Source: an optimization exercise on an open RTL-to-GDS flow (aim: small area, a short achievable clock period and few clock cycles per item). Production flows keep margins and buffers that such runs may drop.
The RTL was checked by simulation tests, not by an equivalence proof against the original design.
Power figures rest on the tool's default switching activity, not on a simulated workload.

[design/flow/run.sh]
#!/bin/bash
# synth_recipe.tcl (not shown) runs the flow's synth.tcl, then flattens the netlist and writes it again
# the make line also repeats each setting of config.mk as NAME=value (left out here)
make -C /OpenROAD-flow-scripts/flow DESIGN_CONFIG=/design/flow/config.mk WORK_HOME=/design/flow/orfs CLKGATE_MAP_FILE= SYNTH_SCRIPT=/design/flow/synth_recipe.tcl finish
[design/flow/config.mk]
export PLATFORM = sky130hd
export DESIGN_NAME = moveGenTop
export DESIGN_NICKNAME = moveGenTop
export VERILOG_FILES = /design/flow/design.v
export SDC_FILE = /design/flow/constraint.sdc
export NUM_CORES = 4
export LEC_CHECK = 0
export CAP_MARGIN = 20
export CORE_MARGIN = 2
export CORE_UTILIZATION = 25
export MIN_ROUTING_LAYER = met2
export PLACE_DENSITY = 0.45
export SLEW_MARGIN = 20
[design/flow/constraint.sdc]
create_clock -name core_clock -period 12.0 [get_ports {clk}]
set_input_delay 2.4000 -clock core_clock [delete_from_list [all_inputs] [get_ports {clk}]]
set_output_delay 2.4000 -clock core_clock [all_outputs]
set_load 0.01 [all_outputs]
[design/flow/design.v]
`default_nettype none
package chessPkg;
    localparam int pieceCount  = 16;
    localparam int locBits     = 6;      
    localparam int moveSetBits = 96;
    function automatic logic [2:0] rayUp(input logic [7:0] e, input logic [7:0] n);
        logic [7:0] self;
        logic [7:0] t;
        logic       run;
        self = e & ~n;
        t    = '0;
        for (int k = 1; k < 8; k++) begin
            for (int p = 0; p + k < 8; p++) begin
                run = self[p] & n[p+k];
                for (int i = p + 1; i < p + k; i++) begin
                    run = run & e[i];
                end
                t[k] = t[k] | run;
            end
        end
        rayUp = {t[4], (t[2] & ~t[4]) | t[6],
                 (t[1] & ~t[2]) | (t[3] & ~t[4]) | (t[5] & ~t[6]) | t[7]};
    endfunction
    function automatic logic [7:0] rev8(input logic [7:0] v);
        for (int i = 0; i < 8; i++) rev8[i] = v[7-i];
    endfunction
    function automatic logic [2:0] rayDown(input logic [7:0] e, input logic [7:0] n);
        rayDown = rayUp(rev8(e), rev8(n));
    endfunction
endpackage
`default_nettype wire
`default_nettype none
module boardBuilder (
    input  wire logic                                              player,
    input  wire logic [chessPkg::pieceCount*chessPkg::locBits-1:0] locationWhite,
    input  wire logic [chessPkg::pieceCount*chessPkg::locBits-1:0] locationBlack,
    input  wire logic [chessPkg::pieceCount-1:0]                   aliveWhite,
    input  wire logic [chessPkg::pieceCount-1:0]                   aliveBlack,
    output logic [63:0]                                            sqE,
    output logic [63:0]                                            sqN,
    output logic [63:0]                                            ownRank,    
    output logic [63:0]                                            ownFile
);
    logic [7:0] wRank [chessPkg::pieceCount];
    logic [7:0] wFile [chessPkg::pieceCount];
    logic [7:0] bRank [chessPkg::pieceCount];
    logic [7:0] bFile [chessPkg::pieceCount];
    logic [63:0] w;
    logic [63:0] b;
    always_comb begin
        for (int i = 0; i < chessPkg::pieceCount; i++) begin
            for (int q = 0; q < 8; q++) begin
                wRank[i][q] = aliveWhite[i] && locationWhite[i*6+3 +: 3] == 3'(q);
                wFile[i][q] = locationWhite[i*6 +: 3] == 3'(q);
                bRank[i][q] = aliveBlack[i] && locationBlack[i*6+3 +: 3] == 3'(q);
                bFile[i][q] = locationBlack[i*6 +: 3] == 3'(q);
            end
        end
    end
    always_comb begin
        for (int q = 0; q < 8; q++) begin
            for (int f = 0; f < 8; f++) begin
                w[q*8+f] = 1'b0;
                b[q*8+f] = 1'b0;
                for (int i = 0; i < chessPkg::pieceCount; i++) begin
                    w[q*8+f] = w[q*8+f] | (wRank[i][q] & wFile[i][f]);
                    b[q*8+f] = b[q*8+f] | (bRank[i][q] & bFile[i][f]);
                end
            end
        end
        sqE = ~w & ~b;
        sqN = player ? ~w : (w | ~b);
    end
    always_comb begin
        for (int i = 0; i < 8; i++) begin
            ownRank[i*8 +: 8] = player ? wRank[i] : bRank[i];
            ownFile[i*8 +: 8] = player ? (wFile[i] & {8{aliveWhite[i]}}) : (bFile[i] & {8{aliveBlack[i]}});
        end
    end
endmodule
`default_nettype wire
`default_nettype none
module slideCounter #(
    parameter bit diagonal = 1'b0
) (
    input  wire logic [15:0] lineA,      
    input  wire logic [15:0] lineB,      
    output logic [11:0]      rays
);
    logic [7:0] ae, an, be, bn;
    assign ae = lineA[15:8];
    assign an = lineA[7:0];
    assign be = lineB[15:8];
    assign bn = lineB[7:0];
    if (!diagonal) begin : gOrth
        assign rays = {chessPkg::rayDown(ae, an), chessPkg::rayUp(ae, an),
                       chessPkg::rayUp(be, bn), chessPkg::rayDown(be, bn)};
    end else begin : gDiag
        assign rays = {chessPkg::rayDown(ae, an), chessPkg::rayUp(be, bn),
                       chessPkg::rayDown(be, bn), chessPkg::rayUp(ae, an)};
    end
endmodule
`default_nettype wire
`default_nettype none
module stepMasker #(
    parameter bit isKnight = 1'b0
) (
    input  wire logic [63:0] sqN,
    input  wire logic [7:0]  rh,         
    input  wire logic [7:0]  fh,
    output logic [7:0]       stepMask
);
    function automatic int dRank(input int t);
        if (isKnight) begin
            case (t)
                0, 2:    dRank = 2;
                1, 3:    dRank = 1;
                4, 6:    dRank = -2;
                default: dRank = -1;
            endcase
        end else begin
            case (t)
                0, 1, 2: dRank = 1;
                3, 7:    dRank = 0;
                default: dRank = -1;
            endcase
        end
    endfunction
    function automatic int dFile(input int t);
        if (isKnight) begin
            case (t)
                0, 4:    dFile = -1;
                1, 5:    dFile = -2;
                2, 6:    dFile = 1;
                default: dFile = 2;
            endcase
        end else begin
            case (t)
                0, 6, 7: dFile = -1;
                1, 5:    dFile = 0;
                default: dFile = 1;
            endcase
        end
    endfunction
    always_comb begin
        logic [7:0] tRow;
        logic       hit;
        int         r2;
        int         f2;
        for (int t = 0; t < 8; t++) begin
            for (int j = 0; j < 8; j++) begin
                tRow[j] = 1'b0;
                for (int r = 0; r < 8; r++) begin
                    r2 = r + dRank(t);
                    if (r2 >= 0 && r2 < 8) tRow[j] = tRow[j] | (rh[r] & sqN[r2*8+j]);
                end
            end
            hit = 1'b0;
            for (int f = 0; f < 8; f++) begin
                f2 = f + dFile(t);
                if (f2 >= 0 && f2 < 8) hit = hit | (fh[f] & tRow[f2]);
            end
            stepMask[7-t] = hit;
        end
    end
endmodule
`default_nettype wire
`default_nettype none
module lineExtract (
    input  wire logic [63:0] sqE,
    input  wire logic [63:0] sqN,
    input  wire logic [7:0]  rh,
    input  wire logic [7:0]  fh,
    output logic [15:0]      rowL,       
    output logic [15:0]      colL,       
    output logic [15:0]      diagL,      
    output logic [15:0]      antiL       
);
    logic [7:0]  re, rn, ce, cn, de, dn, ae, an;
    logic [14:0] dh;     
    logic [14:0] ah;     
    always_comb begin
        dh = '0;
        ah = '0;
        for (int r = 0; r < 8; r++) begin
            for (int f = 0; f < 8; f++) begin
                dh[r-f+7] = dh[r-f+7] | (rh[r] & fh[f]);
                ah[r+f]   = ah[r+f]   | (rh[r] & fh[f]);
            end
        end
        for (int j = 0; j < 8; j++) begin
            re[j] = 1'b0; rn[j] = 1'b0;
            ce[j] = 1'b0; cn[j] = 1'b0;
            de[j] = 1'b0; dn[j] = 1'b0;
            ae[j] = 1'b0; an[j] = 1'b0;
            for (int q = 0; q < 8; q++) begin
                re[j] = re[j] | (rh[q] & sqE[q*8+j]);
                rn[j] = rn[j] | (rh[q] & sqN[q*8+j]);
                ce[j] = ce[j] | (fh[q] & sqE[j*8+q]);
                cn[j] = cn[j] | (fh[q] & sqN[j*8+q]);
                de[j] = de[j] | (dh[q-j+7] & sqE[q*8+j]);
                dn[j] = dn[j] | (dh[q-j+7] & sqN[q*8+j]);
                ae[j] = ae[j] | (ah[q+j] & sqE[q*8+j]);
                an[j] = an[j] | (ah[q+j] & sqN[q*8+j]);
            end
        end
        for (int j = 0; j < 8; j++) begin
            rowL[8+j]  = re[j] | fh[j];
            rowL[j]    = rn[j] & ~fh[j];
            colL[8+j]  = ce[j] | rh[j];
            colL[j]    = cn[j] & ~rh[j];
            diagL[8+j] = de[j] | fh[j];
            diagL[j]   = dn[j] & ~fh[j];
            antiL[8+j] = ae[j] | fh[j];
            antiL[j]   = an[j] & ~fh[j];
        end
    end
endmodule
`default_nettype wire
`default_nettype none
module moveGenTop (
    input  wire logic                                              clk,
    input  wire logic                                              rstN,
    input  wire logic                                              en,
    input  wire logic                                              start,
    input  wire logic                                              player,   
    input  wire logic [chessPkg::pieceCount*chessPkg::locBits-1:0] locationWhite,
    input  wire logic [chessPkg::pieceCount*chessPkg::locBits-1:0] locationBlack,
    input  wire logic [chessPkg::pieceCount-1:0]                   aliveWhite,
    input  wire logic [chessPkg::pieceCount-1:0]                   aliveBlack,
    output logic [chessPkg::moveSetBits-1:0]                       moveSet,
    output logic                                                   done
);
    logic [63:0] sqE;
    logic [63:0] sqN;
    logic [63:0] ownRank;
    logic [63:0] ownFile;
    logic        load;
    assign load     = en && start;
    boardBuilder uBoard (
        .player        (player),
        .locationWhite (locationWhite),
        .locationBlack (locationBlack),
        .aliveWhite    (aliveWhite),
        .aliveBlack    (aliveBlack),
        .sqE           (sqE),
        .sqN           (sqN),
        .ownRank       (ownRank),
        .ownFile       (ownFile)
    );
    logic [15:0] qRow, qCol, qDiag, qAnti;
    logic [15:0] b2Diag, b2Anti, b3Diag, b3Anti;
    logic [15:0] r6Row, r6Col, r7Row, r7Col;
    logic [15:0] unusedRow2, unusedCol2, unusedRow3, unusedCol3;
    logic [15:0] unusedDiag6, unusedAnti6, unusedDiag7, unusedAnti7;
    logic [7:0]  kMask, n4Mask, n5Mask;
    lineExtract uL1 (.sqE(sqE), .sqN(sqN), .rh(ownRank[1*8 +: 8]), .fh(ownFile[1*8 +: 8]),
                     .rowL(qRow), .colL(qCol), .diagL(qDiag), .antiL(qAnti));
    lineExtract uL2 (.sqE(sqE), .sqN(sqN), .rh(ownRank[2*8 +: 8]), .fh(ownFile[2*8 +: 8]),
                     .rowL(unusedRow2), .colL(unusedCol2), .diagL(b2Diag), .antiL(b2Anti));
    lineExtract uL3 (.sqE(sqE), .sqN(sqN), .rh(ownRank[3*8 +: 8]), .fh(ownFile[3*8 +: 8]),
                     .rowL(unusedRow3), .colL(unusedCol3), .diagL(b3Diag), .antiL(b3Anti));
    lineExtract uL6 (.sqE(sqE), .sqN(sqN), .rh(ownRank[6*8 +: 8]), .fh(ownFile[6*8 +: 8]),
                     .rowL(r6Row), .colL(r6Col), .diagL(unusedDiag6), .antiL(unusedAnti6));
    lineExtract uL7 (.sqE(sqE), .sqN(sqN), .rh(ownRank[7*8 +: 8]), .fh(ownFile[7*8 +: 8]),
                     .rowL(r7Row), .colL(r7Col), .diagL(unusedDiag7), .antiL(unusedAnti7));
    stepMasker #(.isKnight(1'b0)) uK (.sqN(sqN), .rh(ownRank[0*8 +: 8]), .fh(ownFile[0*8 +: 8]),
                     .stepMask(kMask));
    stepMasker #(.isKnight(1'b1)) uN4 (.sqN(sqN), .rh(ownRank[4*8 +: 8]), .fh(ownFile[4*8 +: 8]),
                     .stepMask(n4Mask));
    stepMasker #(.isKnight(1'b1)) uN5 (.sqN(sqN), .rh(ownRank[5*8 +: 8]), .fh(ownFile[5*8 +: 8]),
                     .stepMask(n5Mask));
    logic [15:0] qRowR, qColR, qDiagR, qAntiR;
    logic [15:0] b2DiagR, b2AntiR, b3DiagR, b3AntiR;
    logic [15:0] r6RowR, r6ColR, r7RowR, r7ColR;
    logic [7:0]  kMaskR, n4MaskR, n5MaskR;
    always_ff @(posedge clk) begin
        if (load) begin
            qRowR   <= qRow;
            qColR   <= qCol;
            qDiagR  <= qDiag;
            qAntiR  <= qAnti;
            b2DiagR <= b2Diag;
            b2AntiR <= b2Anti;
            b3DiagR <= b3Diag;
            b3AntiR <= b3Anti;
            r6RowR  <= r6Row;
            r6ColR  <= r6Col;
            r7RowR  <= r7Row;
            r7ColR  <= r7Col;
            kMaskR  <= kMask;
            n4MaskR <= n4Mask;
            n5MaskR <= n5Mask;
        end
    end
    always_ff @(posedge clk or negedge rstN) begin
        if (!rstN) begin
            done <= 1'b0;
        end else if (en) begin
            done <= start;
        end
    end
    logic [11:0] qOrth, qDiagRays, b2Rays, b3Rays, r6Rays, r7Rays;
    slideCounter #(.diagonal(1'b0)) uSq0 (.lineA(qRowR),   .lineB(qColR),   .rays(qOrth));
    slideCounter #(.diagonal(1'b1)) uSq1 (.lineA(qAntiR),  .lineB(qDiagR),  .rays(qDiagRays));
    slideCounter #(.diagonal(1'b1)) uSb2 (.lineA(b2AntiR), .lineB(b2DiagR), .rays(b2Rays));
    slideCounter #(.diagonal(1'b1)) uSb3 (.lineA(b3AntiR), .lineB(b3DiagR), .rays(b3Rays));
    slideCounter #(.diagonal(1'b0)) uSr6 (.lineA(r6RowR),  .lineB(r6ColR),  .rays(r6Rays));
    slideCounter #(.diagonal(1'b0)) uSr7 (.lineA(r7RowR),  .lineB(r7ColR),  .rays(r7Rays));
    assign moveSet = {r7Rays, r6Rays, n5MaskR, n4MaskR, b3Rays, b2Rays, qOrth, qDiagRays, kMaskR};
endmodule
`default_nettype wire
==> impl_metrics.py, run 1 <==
metrics = {
    "synthesis": {
        "ys_types": 99,
        "synth.yosys.seq_area_share": 0.141,
        "synth.ff_latch_count": 217,
        "synthDominantCellAreaShare": 0.200,
        "async_flop_share": 0.00461,
        "synth_area_leader_cell": "o22ai_1",
        "synth_area_um2": 46300,
        "postSynthNetCount": 7188,
        "count_of_mapped_cells_out_of_synthesis": 6959,
        "synth_top_cells_by_area": "o22ai_1 20%, edfxtp_1 14%, nor2_1 5.7%",
        "yosysWarnings": 11,
        "synthesis.area_per_instance_um2": 6.66,
        "ys.flop_type": "edfxtp_1",
        "synth-edff-count": 216,
    },
    "grt": {
        "vias_in_the_first_global_route": 114000,
        "globalRoute.totalOverflow": 4989,
        "maximum_number_of_pins_on_one_net_before_global_route_repair": 100,
        "globalRouteTotalUtil": 0.963,
        "wire_length_of_the_first_global_routing_pass_um": 846000,
    },
    "placement": {
        "globalplace.congestion": 1.44,
        "post-dp-hpwl_um": 390000,
        "place_worst_setup_slack_ns": 3.62,
        "dpl.cell_count": 9268,
        "io_buffers": 325,
    },
    "floorplan": {
        "number_of_primary_i_o_pins": 326,
        "starting_density": 0.252,
        "chipWidth_um": 434,
        "die_h_um": 434,
        "floorplan.rows": 157,
    },
    "clocking": {
        "cts.root.buffer_cell": "clkbuf_16",
        "cts_inserted_buffers": 26,
        "max-clock-path-buffers": 3,
        "postCtsSetupBuffers": 0,
        "postCtsResizedCells": 0,
        "tritoncts_num_sinks": 217,
        "htreeDepth": 1,
        "cts_hold_buffers": 0,
    },
    "run_status": {
        "status": "aborted with a tool error",
        "failing_step": "global routing",
        "firstError": "[ERROR GRT-0116] Global routing finished with congestion. Check the congestion regions in the DRC Viewer.",
    },
}
[power by group through the flow]
stage / combinational, mW / sequential, mW / clock, mW
after floorplan: 1.31 / 1.00 / 0
after global placement: 2.79 / 1.09 / 0
after detailed placement: 2.81 / 1.11 / 0
after CTS: 2.81 / 1.09 / 0.823
[synth_stat cells (44+ instances only)]
library cell / count
inv_1: 87
nor2_1: 706
clkbuf_1: 574
nand4b_1: 91
a22o_1: 46
buf_2: 324
a221oi_1: 222
o2111ai_1: 44
or3_1: 53
o22ai_1: 1478
nand3b_1: 129
a22oi_1: 171
o22a_1: 46
nand2_1: 605
nand3_1: 220
or2_2: 49
o21ai_0: 230
nand4_1: 163
nor2b_1: 82
and2_1: 50
edfxtp_1: 216
nor4_1: 139
a32oi_1: 60
or3b_1: 55
a222oi_1: 91
a21oi_1: 251
nand4bb_1: 88
[per-stage QoR]
stage                     cell area (µm²)  hold slack, ns  power (mW)
after global placement              52600           0.488        3.89
after detailed placement            52700           0.507        3.91
after floorplan                     46300           0.551        2.31
after CTS                           53500           0.521        4.73
[per-layer routing]
layer	GRT overflow	GRT usage
met1	-	-
met3	2745	1.03
met2	1175	0.954
met4	695	0.883
met5	374	0.930
[worst max path at each step]
stage / start / cells after the start / endpoint / slack (ns)
after detailed placement: locationWhite[39] / 11 / kMaskR[2]$_DFFE_PP_ / 3.62
after global placement: locationWhite[39] / 11 / kMaskR[2]$_DFFE_PP_ / 3.52
after CTS: locationWhite[39] / 11 / kMaskR[2]$_DFFE_PP_ / 4.32
after floorplan: start / 1 / b2AntiR[0]$_DFFE_PP_ / 4.10
[kinds of logic after synthesis]
family | Yosys count | synth area share
muxes | 13 | 0.00284
AOI/OAI and AO/OA | 2976 | 0.439
DFF | 217 | 0.141
and+or+nand+nor | 2715 | 0.323
buffers and inverters | 1038 | 0.0948
Testbench counts, summed over its fixed seeds: cycles 2,400, items 2,400.
==> inputs of run 2 (changes only) <==
--- a/design/flow/config.mk
+++ b/design/flow/config.mk
@@ -8,6 +8,6 @@
 export CAP_MARGIN = 20
 export CORE_MARGIN = 2
 export CORE_UTILIZATION = 25
-export MIN_ROUTING_LAYER = met2
-export PLACE_DENSITY = 0.45
+export PLACE_DENSITY = 0.35
+export SETUP_SLACK_MARGIN = 5
 export SLEW_MARGIN = 20
==> impl_metrics.py, run 2 <==
metrics = {
    "hold_path": {
        "timing.hold.worst_endpoint": "done$_DFFE_PN0P_",
        "hold_class": "flop to flop",
        "hold_path.startpoint": "done$_DFFE_PN0P_",
        "worst_hold_path_depth": 1,
    },
    "timing": {
        "fin_setup_tns_ns": 0,
        "worst_slew_pin_slew_ns": 1.40,
        "finalHoldWorstSlack_ns": 0.530,
        "max_slew_violations": 0,
        "finalCriticalPeriod_ns": 7.33,
        "timing.fmax_ghz": 0.136,
        "grt_setup_unrepaired": "true",
        "setup_viol_count_final": 0,
        "period_share": 0.611,
        "clock_skew_ns": 0,
        "maxSlewHeadroom": 0.0683,
        "finalHoldViolations": 0,
    },
    "synthesis": {
        "ys.flop_type": "edfxtp_1",
        "count_of_mapped_cells_out_of_synthesis": 6959,
        "most_frequent_cells_after_synthesis": "1,478 x o22ai_1, 706 x nor2_1, 605 x nand2_1",
        "yosysMostFrequentCell": "o22ai_1",
        "synth_top_cells_by_area": "o22ai_1 20%, edfxtp_1 14%, nor2_1 5.7%",
        "synth_area_um2": 46300,
        "synth-edff-count": 216,
        "postSynthNetCount": 7188,
        "async_flop_share": 0.00461,
        "synthesis.area_per_instance_um2": 6.66,
        "synth.yosys.seq_area_share": 0.141,
        "synth.ff_latch_count": 217,
        "yosysWarnings": 11,
        "ys_types": 99,
        "synth_area_leader_cell": "o22ai_1",
        "synthDominantCellAreaShare": 0.200,
    },
    "layout": {
        "finalCoreUtilization": 0.294,
        "finish.instance_area_um2": 54100,
        "multiInputGateArea_um2": 36000,
        "syn_to_final_growth_pct": 16.7,
        "fillCellCount": 20200,
        "layout.cells.most_common_list": "1,463 x o22ai_1, 687 x nor2_1, 600 x nand2_1",
        "area.sequential_um2": 6510,
        "layout.cells.most_common": "o22ai_1",
        "layout_net_count": 7073,
        "final_layout_size_suffix_gt1_frac": 0.111,
    },
    "critical_path": {
        "critical_path.top_delay_family": "simple AND/OR/NAND/NOR gates",
        "setup.reg_to_reg.worst_slack_ns": 11.25,
        "crit-reg2reg-launch": "done$_DFFE_PN0P_",
        "cp.arrival_ns": 7.59,
        "cp_slowest_cell": "nand3b_1",
        "critical_path.max_fanout": 13,
        "start_kind": "input pin",
        "cp_num_buf_inv": 2,
        "setup.worst_path.end_class": "flop",
        "critical_path_class": "input pin to flop",
        "list_of_cells_traversed_by_the_critical_path": "clkdlybuf4s50_1 -> nand3b_1 -> o22ai_1 -> nor2_1 -> nand4_1 -> nand3b_1 -> nand2_2 -> buf_4 -> o22ai_1 -> nor4_1 -> nor2_1",
        "cpPeakStageDelay_ns": 0.96,
        "wp_data_required_ns": 12.26,
        "timing.reg2reg.worst_path_depth": 1,
        "critical_path.reg2reg.endpoint": "done$_DFFE_PN0P_",
    },
    "grt": {
        "maximum_number_of_pins_on_one_net_before_global_route_repair": 104,
        "grt_antenna_before_repair": 60,
        "globalRoute.totalOverflow": 0,
        "wire_length_of_the_first_global_routing_pass_um": 666000,
        "globalRouteTotalUtil": 0.520,
        "vias_in_the_first_global_route": 68000,
    },
    "pwr": {
        "power.leakage_nw": 16.9,
        "vdd.ir_drop.worst_mv": 0.104,
        "power_density_nw_per_um2": 91.6,
    },
    "clocking": {
        "max-clock-path-buffers": 3,
        "cts_hold_buffers": 0,
        "clock_latency_at_the_later_pin_of_the_worst_skew_pair_ns": 0.60,
        "tritoncts_clock_tree": "done",
        "tritoncts_num_sinks": 217,
        "cts.root.buffer_cell": "clkbuf_16",
        "cts_inserted_buffers": 26,
        "cts.reportedPaths.clkPinSlew_ns": 0.06,
        "htreeDepth": 1,
    },
    "floorplan": {
        "die_h_um": 434,
        "die_area_um2": 189000,
        "number_of_primary_i_o_pins": 326,
        "chipWidth_um": 434,
        "core_area_um2": 184000,
        "starting_density": 0.252,
        "floorplan.rows": 157,
    },
    "routing": {
        "vias_per_cell": 8.15,
        "drtIter0Drc": 15800,
        "num_vias": 76400,
        "wire_per_inst_um": 55.0,
        "drtPass1Iterations": 17,
        "drcViolationCount": 0,
        "ant_nets": 0,
        "drt-total-wl_um": 515000,
    },
    "run_status": {
        "status": "timing/DRC/antenna clean",
    },
    "placement": {
        "placed_area_um2": 52400,
        "io_buffers": 325,
        "globalplace.congestion": 1.11,
        "post-dp-hpwl_um": 365000,
    },
    "flow_run": {
        "maxCapViolations": 0,
    },
}
run 2: cell counts after synthesis:
No cell type changed its count.
run 2: worst max path at each step:
stage / startpoint / slack [ns] / to / cells after the start
floorplan: en / 6.49 / b2AntiR[0]$_DFFE_PP_ / 1
global placement: locationWhite[4] / 3.87 / r7RowR[2]$_DFFE_PP_ / 10
detailed placement: locationWhite[28] / 3.96 / kMaskR[2]$_DFFE_PP_ / 11
CTS: locationWhite[3] / 5.01 / kMaskR[0]$_DFFE_PP_ / 12
global route: locationBlack[45] / 5.00 / kMaskR[2]$_DFFE_PP_ / 11
finish: locationBlack[37] / 4.67 / r7RowR[5]$_DFFE_PP_ / 11
run 2: through the flow:
step                      setup slack [ns]  instances  total power [mW]
after floorplan                       6.49       6959              2.30
after global placement                3.87       9237              3.82
after detailed placement              3.96       9243              3.81
after CTS                             5.01       9297              4.64
after global routing                  5.00       9331              4.91
final                                 4.67       9379              4.95
run 2: report_power, final:
part	leakage (nW)	switching, mW	internal [mW]
logic	14.6	2.24	0.796
clock network	0.406	0.362	0.455
registers	1.89	0.155	0.944
total	16.9	2.76	2.20
run 2: final cells by class:
| cell class | instances | area share |
|---|---|---|
| Antenna cell | 52 | 0.00241 |
| Clock buffer | 29 | 0.0126 |
| Clock inverter | 18 | 0.00306 |
| Inverter | 88 | 0.00616 |
| Multi-Input combinational cell | 5704 | 0.666 |
| Sequential cell | 217 | 0.120 |
| Tap cell | 2464 | 0.0570 |
| Timing Repair Buffer | 807 | 0.132 |
run 2: kinds of logic (layout without fill, tap and decap cells):
family | after synthesis | count (layout) | synth area share
AO/OA/AOI/OAI | 2976 | 2976 | 0.439
buffers and inverters | 1038 | 942 | 0.0948
multiplexers | 13 | 13 | 0.00284
other | 0 | 52 | 0
flip-flops | 217 | 217 | 0.141
AND/OR/NAND/NOR | 2715 | 2715 | 0.323
run 2: timing repair:
action | CTS | global route
resized for setup | 6 | 15
setup endpoints to repair | 24 | 25
pin swaps | 3 | 10
setup buffers | 7 | 22
run 2: metal layers:
layer,track usage,vias up,share of wire,wire length [µm]
met4,0.464,61,0.12,61100
met3,0.302,3014,0.16,82700
met2,0.683,8567,0.37,190000
li1,-,28000,-,-
met5,0.0389,-,0.0027,1410
met1,0.581,36800,0.35,180000
==> inputs of run 3 (changes only) <==
==> design/flow/flow/run.sh (new file) <==
#!/bin/bash
set -euo pipefail
cd "$(dirname "$0")/.."
bash standard.sh SETUP_SLACK_MARGIN=6 "BUFFER_PORTS_ARGS=-buffer_cell sky130_fd_sc_hd__buf_1" finish > standard_flow.log 2>&1
==> design/flow/standard.sh (new file) <==
#!/bin/bash
# synth_recipe.tcl (not shown) runs the flow's synth.tcl, then flattens the netlist and writes it again
# the make line also repeats each setting of config.mk as NAME=value (left out here)
make -C /OpenROAD-flow-scripts/flow DESIGN_CONFIG=/design/flow/config.mk WORK_HOME=/design/flow/orfs CLKGATE_MAP_FILE= SYNTH_SCRIPT=/design/flow/synth_recipe.tcl "${@:-finish}"
--- a/design/flow/config.mk
+++ b/design/flow/config.mk
@@ -7,7 +7,6 @@
 export LEC_CHECK = 0
 export CAP_MARGIN = 20
 export CORE_MARGIN = 2
-export CORE_UTILIZATION = 25
-export PLACE_DENSITY = 0.35
-export SETUP_SLACK_MARGIN = 5
+export CORE_UTILIZATION = 50
+export PLACE_DENSITY = 0.6
 export SLEW_MARGIN = 20
removed: design/flow/run.sh
==> impl_metrics.py, run 3 <==
metrics = {
    "placement": {
        "post-dp-hpwl_um": 274000,
        "place_worst_setup_slack_ns": 4.70,
        "dpl.cell_count": 7826,
        "io_buffers": 325,
        "globalplace.congestion": 1.35,
        "placed_area_um2": 47300,
    },
    "synthesis": {
        "async_flop_share": 0.00461,
        "yosysMostFrequentCell": "o22ai_1",
        "synthesis.area_per_instance_um2": 6.66,
        "post_synth_mux_area_share": 0.00284,
        "synth.yosys.seq_area_share": 0.141,
        "ys.flop_type": "edfxtp_1",
        "synthAdderAreaFrac": 0,
        "synthDominantCellAreaShare": 0.200,
        "yosysWarnings": 11,
        "synth_simple_gate_area_frac": 0.323,
        "synth_top_cells_by_area": "o22ai_1 20%, edfxtp_1 14%, nor2_1 5.7%",
        "synth_area_leader_cell": "o22ai_1",
        "xor_xnor_cell_area_share_of_the_yosys_netlist": 0,
        "synth_compound_area_frac": 0.439,
        "synth-edff-count": 216,
        "synth.ff_latch_count": 217,
        "ys_types": 99,
        "postSynthNetCount": 7188,
        "count_of_mapped_cells_out_of_synthesis": 6959,
        "most_frequent_cells_after_synthesis": "1,478 x o22ai_1, 706 x nor2_1, 605 x nand2_1",
        "synth_area_um2": 46300,
        "synth_top_family_by_area": "compound AO/OA/AOI/OAI gates",
    },
    "clocking": {
        "cts.root.buffer_cell": "clkbuf_16",
        "tritoncts_num_sinks": 217,
        "max-clock-path-buffers": 3,
        "htreeDepth": 1,
        "cts_inserted_buffers": 21,
    },
    "floorplan": {
        "chipWidth_um": 308,
        "starting_density": 0.505,
        "number_of_primary_i_o_pins": 326,
        "die_h_um": 308,
        "floorplan.rows": 111,
    },
    "run_status": {
        "firstError": "[ERROR GRT-0116] Global routing finished with congestion. Check the congestion regions in the DRC Viewer.",
        "status": "aborted with a tool error",
        "failing_step": "global routing",
    },
    "grt": {
        "vias_in_the_first_global_route": 76700,
        "globalRoute.totalOverflow": 815,
        "globalRouteTotalUtil": 0.893,
        "wire_length_of_the_first_global_routing_pass_um": 628000,
        "maximum_number_of_pins_on_one_net_before_global_route_repair": 157,
    },
}
-- run 3: cell counts after synthesis --
No cell type changed its count.
-- run 3: how the worst max path moves through the flow --
stage,start,to,slack [ns]
after floorplan,en,b2AntiR[0]$_DFFE_PP_,6.49
after global placement,aliveBlack[3],n4MaskR[6]$_DFFE_PP_,4.65
after detailed placement,aliveBlack[3],n4MaskR[6]$_DFFE_PP_,4.70
after CTS,aliveWhite[4],n4MaskR[6]$_DFFE_PP_,5.88
-- run 3: power groups by stage --
stage          clock network, mW  logic (mW)  registers (mW)
2_1_floorplan                  0        1.31           0.997
3_3_place_gp                   0        2.25            1.09
3_5_place_dp                   0        2.27            1.09
4_1_cts                    0.696        2.32            1.08
-- run 3: cells by family after synthesis --
kind of cell / after synthesis
buf+inv: 1038
flops: 217
compound gates: 2976
mux: 13
simple gates: 2715
-- run 3: what timing repair did --
| action | 4_1_cts |
|---|---|
| endpoints found under the setup margin | 72 |
| pin swaps | 15 |
| resized for setup | 64 |
| endpoints found under the hold margin | 0 |
| gates cloned | 1 |
| setup buffers | 103 |
| hold buffers | 0 |
-- run 3: metal layers --
metal	GRT overflow	global-route usage
met1	114	0.902
met2	281	0.970
met3	144	0.820
met4	248	0.870
met5	28	0.678
==> inputs of run 4 (changes only) <==
--- a/design/flow/design.v
+++ b/design/flow/design.v
@@ -74,7 +74,7 @@
     always_comb begin
         for (int i = 0; i < 8; i++) begin
             ownRank[i*8 +: 8] = player ? wRank[i] : bRank[i];
-            ownFile[i*8 +: 8] = player ? (wFile[i] & {8{aliveWhite[i]}}) : (bFile[i] & {8{aliveBlack[i]}});
+            ownFile[i*8 +: 8] = player ? wFile[i] : bFile[i];
         end
     end
 endmodule
==> design/flow/flow/run.sh (replaced) <==
#!/bin/bash
set -euo pipefail
cd "$(dirname "$0")/.."
bash standard.sh SETUP_SLACK_MARGIN=6.5 "BUFFER_PORTS_ARGS=-buffer_cell sky130_fd_sc_hd__buf_1" finish > standard_flow.log 2>&1
--- a/design/flow/config.mk
+++ b/design/flow/config.mk
@@ -7,6 +7,6 @@
 export LEC_CHECK = 0
 export CAP_MARGIN = 20
 export CORE_MARGIN = 2
-export CORE_UTILIZATION = 50
-export PLACE_DENSITY = 0.6
+export CORE_UTILIZATION = 25
+export PLACE_DENSITY = 0.35
 export SLEW_MARGIN = 20
==> impl_metrics.py, run 4 <==
metrics = {
    "floorplan": {
        "chipWidth_um": 432,
        "starting_density": 0.251,
        "floorplan.rows": 157,
        "number_of_primary_i_o_pins": 326,
        "die_h_um": 432,
        "die_area_um2": 187000,
        "core_area_um2": 183000,
    },
    "routing": {
        "drtIter0Drc": 16400,
        "num_vias": 79500,
        "routed-wl-met2_um": 196000,
        "drt-total-wl_um": 532000,
        "vias_per_cell": 8.11,
        "wire_per_inst_um": 54.3,
        "drcViolationCount": 0,
        "route.top_layer_used": "met5",
        "met1Wirelength_um": 185000,
        "ant_nets": 0,
        "dr_wl_met3_um": 83800,
        "drtPass1Iterations": 20,
    },
    "critical_path": {
        "list_of_cells_traversed_by_the_critical_path": "buf_4 -> or3b_4 -> buf_4 -> o22ai_1 -> nor2_1 -> nand4_1 -> buf_12 -> nand3b_1 -> and2_1 -> buf_12 -> a222oi_1 -> nor3b_4 -> o22ai_1 -> or4b_1",
        "wp_data_required_ns": 12.31,
        "setup.worst_path.end_class": "flop",
        "cpPeakStageDelay_ns": 0.74,
        "cp_slowest_cell": "a222oi_1",
        "critical_path_class": "input pin to flop",
        "start_kind": "input pin",
        "cp.arrival_ns": 6.12,
        "critical_path.max_fanout": 13,
    },
    "synthesis": {
        "synth_area_leader_cell": "o22ai_1",
        "synth-edff-count": 216,
        "synth_area_um2": 45900,
        "ys.flop_type": "edfxtp_1",
        "yosysWarnings": 11,
        "synthDominantCellAreaShare": 0.202,
        "yosysMostFrequentCell": "o22ai_1",
        "most_frequent_cells_after_synthesis": "1,482 x o22ai_1, 750 x nor2_1, 625 x clkbuf_1",
        "count_of_mapped_cells_out_of_synthesis": 6943,
        "ys_types": 88,
        "synth.yosys.seq_area_share": 0.142,
        "async_flop_share": 0.00461,
        "postSynthNetCount": 7172,
        "synthesis.area_per_instance_um2": 6.61,
        "synth.ff_latch_count": 217,
        "synth_top_cells_by_area": "o22ai_1 20%, edfxtp_1 14%, nor2_1 6.1%",
    },
    "run_status": {
        "status": "timing/DRC/antenna clean",
    },
    "pwr": {
        "power_switching_share": 0.560,
        "power.leakage_nw": 20.2,
        "power.share.combinational": 0.637,
        "pwr-share-clk": 0.153,
        "vdd.ir_drop.worst_mv": 0.0703,
        "net-switching-power_mw": 3.03,
        "internal_power_mw": 2.38,
        "p_seq_frac": 0.210,
        "power_density_nw_per_um2": 90.7,
    },
    "flow_run": {
        "maxCapViolations": 0,
    },
    "timing": {
        "finalCriticalPeriod_ns": 5.81,
        "finalHoldWorstSlack_ns": 0.508,
        "clock_skew_ns": 0,
        "finalHoldViolations": 0,
        "worst_slew_pin_slew_ns": 1.36,
        "period_share": 0.484,
        "timing.fmax_ghz": 0.172,
        "grt_setup_unrepaired": "true",
        "max_slew_violations": 0,
        "fin_setup_tns_ns": 0,
        "maxSlewHeadroom": 0.0920,
        "setup_viol_count_final": 0,
    },
    "clocking": {
        "tritoncts_clock_tree": "done",
        "clock_latency_at_the_later_pin_of_the_worst_skew_pair_ns": 0.62,
        "cts_hold_buffers": 0,
        "cts_inserted_buffers": 24,
        "max-clock-path-buffers": 3,
        "htreeDepth": 1,
        "cts.reportedPaths.clkPinSlew_ns": 0.07,
        "cts.root.buffer_cell": "clkbuf_16",
        "tritoncts_num_sinks": 217,
    },
    "grt": {
        "vias_in_the_first_global_route": 70000,
        "globalRouteTotalUtil": 0.538,
        "maximum_number_of_pins_on_one_net_before_global_route_repair": 75,
        "wire_length_of_the_first_global_routing_pass_um": 683000,
        "globalRoute.totalOverflow": 0,
        "grt_antenna_before_repair": 64,
    },
    "layout": {
        "syn_to_final_growth_pct": 29.9,
        "layout.cells.most_common": "o22ai_1",
        "fillCellCount": 20100,
        "layout_net_count": 7561,
        "final_layout_size_suffix_gt1_frac": 0.239,
        "layout.cells.most_common_list": "1,473 x o22ai_1, 777 x buf_4, 723 x nor2_1",
    },
    "hold_path": {
        "hold_class": "flop to flop",
    },
    "placement": {
        "io_buffers": 325,
        "globalplace.congestion": 1.09,
        "post-dp-hpwl_um": 364000,
    },
}
-- run 4: cell count changes after synthesis, moves of 17 or more --
| cell | delta |
|---|---|
| clkbuf_1 | +51 |
| buf_2 | -49 |
| nor2_1 | +44 |
| or2_2 | +38 |
| o22a_1 | -36 |
| a22oi_1 | -33 |
| mux2i_1 | +29 |
| nor3b_1 | -21 |
| nand2_1 | -19 |
| a221oi_1 | -18 |
| o21ai_0 | -17 |
-- run 4: what timing repair did --
item / 4_1_cts / 5_1_grt
resized for setup: 457 / 353
buffers inserted: 435 / 142
gates cloned: 5 / 4
setup endpoints to repair: 187 / 122
pin swaps: 133 / 80
-- run 4: worst paths after layout --
kind	start	endpoint	slack (ns)	depth (start not counted)
worst max-delay path	locationWhite[38]	kMaskR[5]$_DFFE_PP_	6.19	14
worst min-delay path	done$_DFFE_PN0P_	done$_DFFE_PN0P_	0.51	1
worst max register to register	done$_DFFE_PN0P_	done$_DFFE_PN0P_	11.26	1
worst min register to register	done$_DFFE_PN0P_	done$_DFFE_PN0P_	0.51	1
max in group asynchronous	rstN	done$_DFFE_PN0P_	10.37	1
min in group asynchronous	rstN	done$_DFFE_PN0P_	1.53	1
-- run 4: cells by family (layout without fill, tap and decap cells) --
kind of cell | after synthesis | count (layout) | synth area share
AOI/OAI and AO/OA | 2825 | 2825 | 0.418
buffers and inverters | 1037 | 1441 | 0.0937
DFF | 217 | 217 | 0.142
muxes | 52 | 52 | 0.0116
other | 0 | 61 | 0
and+or+nand+nor | 2812 | 2815 | 0.335
-- run 4: worst max-delay path: cells and delay by family --
kind	cells	cell delay (ns)
AO/OA/AOI/OAI	3	0.92
buffers and inverters	4	0.70
AND/OR/NAND/NOR	7	2.02
-- run 4: layer usage --
metal,global-route usage,up-vias
met5,0.0424,-
met3,0.300,3407
met4,0.503,40
met2,0.707,8866
met1,0.600,38400
li1,-,28800
-- run 4: cell type report --
cell class                      count  area, µm²  share of cell area
Tap cell                         2385       2980              0.0501
Timing Repair inverter              1       8.76            0.000147
Inverter                           88        369             0.00619
Sequential cell                   217       6510               0.109
Antenna cell                       61        153             0.00256
Clock inverter                     16        193             0.00323
Timing Repair Buffer             1308      10900               0.183
Multi-Input combinational cell   5692      37900               0.635
Clock buffer                       28        637              0.0107
-- run 4: power by group through the flow --
stage	combinational, mW	sequential [mW]	clock (mW)
floorplan	1.39	1.02	0
global placement	2.76	1.14	0
detailed placement	2.74	1.14	0
CTS	2.98	1.13	0.842
global route	3.33	1.15	0.865
finish	3.44	1.13	0.830
-- run 4: metrics by stage --
step | std cells | setup WS (ns) | power, mW | util | area [µm²]
global placement | 9101 | 3.96 | 3.90 | 0.270 | 49400
floorplan | 6943 | 6.65 | 2.41 | - | 45900
detailed placement | 9104 | 4.52 | 3.89 | 0.271 | 49500
finish | 9796 | 6.19 | 5.41 | 0.326 | 59600
CTS | 9588 | 6.34 | 4.95 | 0.312 | 56900
global route | 9747 | 6.35 | 5.34 | 0.326 | 59500
Testbench counts of run 4, summed over its fixed seeds: cycles 2,400, items 2,400.

## afterwards: timing with drivers on the ports
In the flow no input, the clock included, has a driving cell. The finished layouts below were timed again as built, in two steps.
Step 1 (the two cells are an assumption about what drives the block):
set clk [get_ports {clk}]
set_driving_cell -lib_cell sky130_fd_sc_hd__clkbuf_16 $clk
set_driving_cell -lib_cell sky130_fd_sc_hd__buf_2 [delete_from_list [all_inputs] $clk]
Step 2 also shifts input and output timing later by t, the mid clock arrival at the registers, as if the neighbouring blocks saw the same clock.
Three values: no drivers, after step 1, after step 2; two values: the first two.
| run | t (ns) | slack for setup (ns) | hold slack, ns | worst setup path after step 2 | latest minus earliest clock arrival (ns) |
|---|---|---|---|---|---|
| run 2 | 0.682 | 4.670 / 4.737 / 4.055 | 0.530 / 0.530 / 0.530 | input to register | 0.024 / 0.024 |
| run 4 | 0.697 | 6.193 / 6.210 / 5.513 | 0.508 / 0.508 / 0.508 | input to register | 0.089 / 0.089 |
After both steps setup and hold are still met in every run listed. The setup slack of run 4, which loses most, moves by +0.017 ns with the drivers and by -0.680 ns with both steps.
